From an optimization exercise on the open Yosys and OpenROAD flow, aimed at small area, a short achievable clock period and few clock cycles per item; shortcuts taken in it are not production practice. No activity file was given, so power comes from the tool's default toggle rates.

==> module result_buffer, before the edit <==
module result_buffer #(
	parameter int NS = 2
) (
	input  logic                  clk,
	input  logic                  rst_n,
	input  logic                  in_valid,
	input  wallace_pkg::product_t push_data,
	input  logic                  out_credit,
	output logic [NS-1:0]         load,
	output logic                  out_valid,
	output wallace_pkg::product_t product,
	output logic                  in_credit
);
	localparam int DEPTH = 2;
	localparam int SLOTS = NS + DEPTH;
	logic [DEPTH-1:0][32-1:0] mem;
	logic [2:0] count;
	logic [2:0] count_next;
	logic [1:0] out_cnt;
	logic [1:0] out_cnt_next;
	logic [NS-1:0] valid;
	logic [NS-1:0] move;
	logic pop;
	logic push;
	logic [2:0] up_cnt;
	logic [2:0] up_cnt_next;
	logic [2:0] total;
	logic [2:0] total_next;
	logic pop_next;
	logic up_full_next;
	logic room_next;
	assign pop = out_valid;
	assign push = move[NS-1];
	assign product = mem[0];
	assign count_next = count + 3'(push) - 3'(pop);
	assign out_cnt_next = out_cnt + 2'(out_credit) - 2'(pop);
	assign up_cnt_next = up_cnt - 3'(in_valid) + 3'(in_credit);
	assign total_next = total - 3'(pop) + 3'(in_credit);
	assign pop_next = (push || (count > 3'd1) || ((count == 3'd1) && !pop)) &&
		(out_credit || (out_cnt > 2'd1) || ((out_cnt == 2'd1) && !pop));
	assign up_full_next = ((up_cnt == 3'(4)) && (in_credit || !in_valid)) ||
		((up_cnt == 3'(4 - 1)) && in_credit && !in_valid);
	assign room_next = (total < 3'(SLOTS - 1)) ||
		((total == 3'(SLOTS - 1)) && !(in_credit && !pop)) ||
		((total == 3'(SLOTS)) && pop && !in_credit) ||
		(total_next == 3'(SLOTS) && pop_next);
	always_comb begin
		move[NS-1] = valid[NS-1] && ((count != 3'(DEPTH)) || pop);
		for (int k = NS - 2; k >= 0; k--) begin
			move[k] = valid[k] && (!valid[k+1] || move[k+1]);
		end
		load[0] = in_valid;
		for (int k = 1; k < NS; k++) begin
			load[k] = move[k-1];
		end
	end
	for (genvar k = 0; k < DEPTH; k++) begin : g_entry
		logic shift;
		logic fill;
		assign shift = pop && (3'(k + 1) < count);
		assign fill = push && (3'(k) == count - 3'(pop));
		always_ff @(posedge clk) begin
			if (shift || fill) begin
				if (k + 1 < DEPTH && shift) begin
					mem[k] <= mem[(k + 1 < DEPTH) ? k + 1 : k];
				end else begin
					mem[k] <= push_data;
				end
			end
		end
	end
	always_ff @(posedge clk or negedge rst_n) begin
		if (!rst_n) begin
			valid <= '0;
			count <= '0;
			out_cnt <= 2'(2);
			out_valid <= 1'b0;
			up_cnt <= 3'(4);
			total <= 3'(4);
			in_credit <= 1'b0;
		end else begin
			valid <= load | (valid & ~move);
			count <= count_next;
			out_cnt <= out_cnt_next;
			out_valid <= pop_next;
			up_cnt <= up_cnt_next;
			total <= total_next;
			in_credit <= !up_full_next && room_next;
		end
	end
endmodule
export LEC_CHECK = 0
export CAP_MARGIN = 20
export CORE_MARGIN = 2
export CORE_UTILIZATION = 40
export SETUP_SLACK_MARGIN = 1.9
export SLEW_MARGIN = 20
create_clock -name core_clock -period 4.0 [get_ports {clk}]
run.sh (not shown) runs the stock make flow with config.mk's settings and CLKGATE_MAP_FILE= SYNTH_SCRIPT=/design/flow/synth_recipe.tcl, a recipe that flattens the netlist after the stock synthesis.
Next try:
--- a/flow/design.v
+++ b/flow/design.v
@@ -1859,28 +1859,19 @@
 	logic [NS-1:0] move;
 	logic pop;
 	logic push;
+	logic [2:0] n_ops;
+	logic [2:0] n_ops_next;
 	logic [2:0] up_cnt;
 	logic [2:0] up_cnt_next;
-	logic [2:0] total;
-	logic [2:0] total_next;
 	logic pop_next;
-	logic up_full_next;
-	logic room_next;
 	assign pop = out_valid;
 	assign push = move[NS-1];
 	assign product = mem[0];
 	assign count_next = count + 3'(push) - 3'(pop);
 	assign out_cnt_next = out_cnt + 2'(out_credit) - 2'(pop);
+	assign n_ops_next = n_ops + 3'(in_valid) - 3'(pop);
 	assign up_cnt_next = up_cnt - 3'(in_valid) + 3'(in_credit);
-	assign total_next = total - 3'(pop) + 3'(in_credit);
-	assign pop_next = (push || (count > 3'd1) || ((count == 3'd1) && !pop)) &&
-		(out_credit || (out_cnt > 2'd1) || ((out_cnt == 2'd1) && !pop));
-	assign up_full_next = ((up_cnt == 3'(4)) && (in_credit || !in_valid)) ||
-		((up_cnt == 3'(4 - 1)) && in_credit && !in_valid);
-	assign room_next = (total < 3'(SLOTS - 1)) ||
-		((total == 3'(SLOTS - 1)) && !(in_credit && !pop)) ||
-		((total == 3'(SLOTS)) && pop && !in_credit) ||
-		(total_next == 3'(SLOTS) && pop_next);
+	assign pop_next = (count_next != 3'd0) && (out_cnt_next != 2'd0);
 	always_comb begin
 		move[NS-1] = valid[NS-1] && ((count != 3'(DEPTH)) || pop);
 		for (int k = NS - 2; k >= 0; k--) begin
@@ -1912,17 +1903,18 @@
 			count <= '0;
 			out_cnt <= 2'(2);
 			out_valid <= 1'b0;
+			n_ops <= '0;
 			up_cnt <= 3'(4);
-			total <= 3'(4);
 			in_credit <= 1'b0;
 		end else begin
 			valid <= load | (valid & ~move);
 			count <= count_next;
 			out_cnt <= out_cnt_next;
 			out_valid <= pop_next;
+			n_ops <= n_ops_next;
 			up_cnt <= up_cnt_next;
-			total <= total_next;
-			in_credit <= !up_full_next && room_next;
+			in_credit <= (up_cnt_next < 3'(4)) &&
+				(4'(n_ops_next) + 4'(up_cnt_next) - 4'(pop_next) < 4'(SLOTS));
 		end
 	end
 endmodule
Effect: The changed run completed without violations; via count is about the same; routed wire length is higher by 0.67%; flip-flop and latch count does not change; final cell count is lower by 0.79%; power is higher by 3.2%; clock power is higher by about 3%; critical path depth is higher by 9.
No functional check of the RTL was part of any run of this note.

==> afterwards: timing with drivers on the ports <==
The flow's constraints put no driver on any port. The routed layouts listed below were extracted and timed again, unchanged, in two steps. Step 1, drivers: a clkbuf_16 drives clk and a buf_2 each remaining input, both assumed. Step 2, shift: input delay + t, output delay - t, t = (earliest + latest rising clock arrival at the registers) / 2. This alone moves slack from input paths to output paths. Three values: ideal, step 1, step 2; two values: the first two.
run | t, ns | setup slack, ns | pins driven straight from the clock port
the first run | 0.617 | 1.634 / 1.634 / 1.634 | 1
the second run | 0.564 | 0.687 / 0.687 / 0.438 | 1
After both steps setup and hold are still met in every run listed. The setup slack of the second run, which loses most, moves by 0.000 ns with the drivers and by -0.249 ns with both steps.
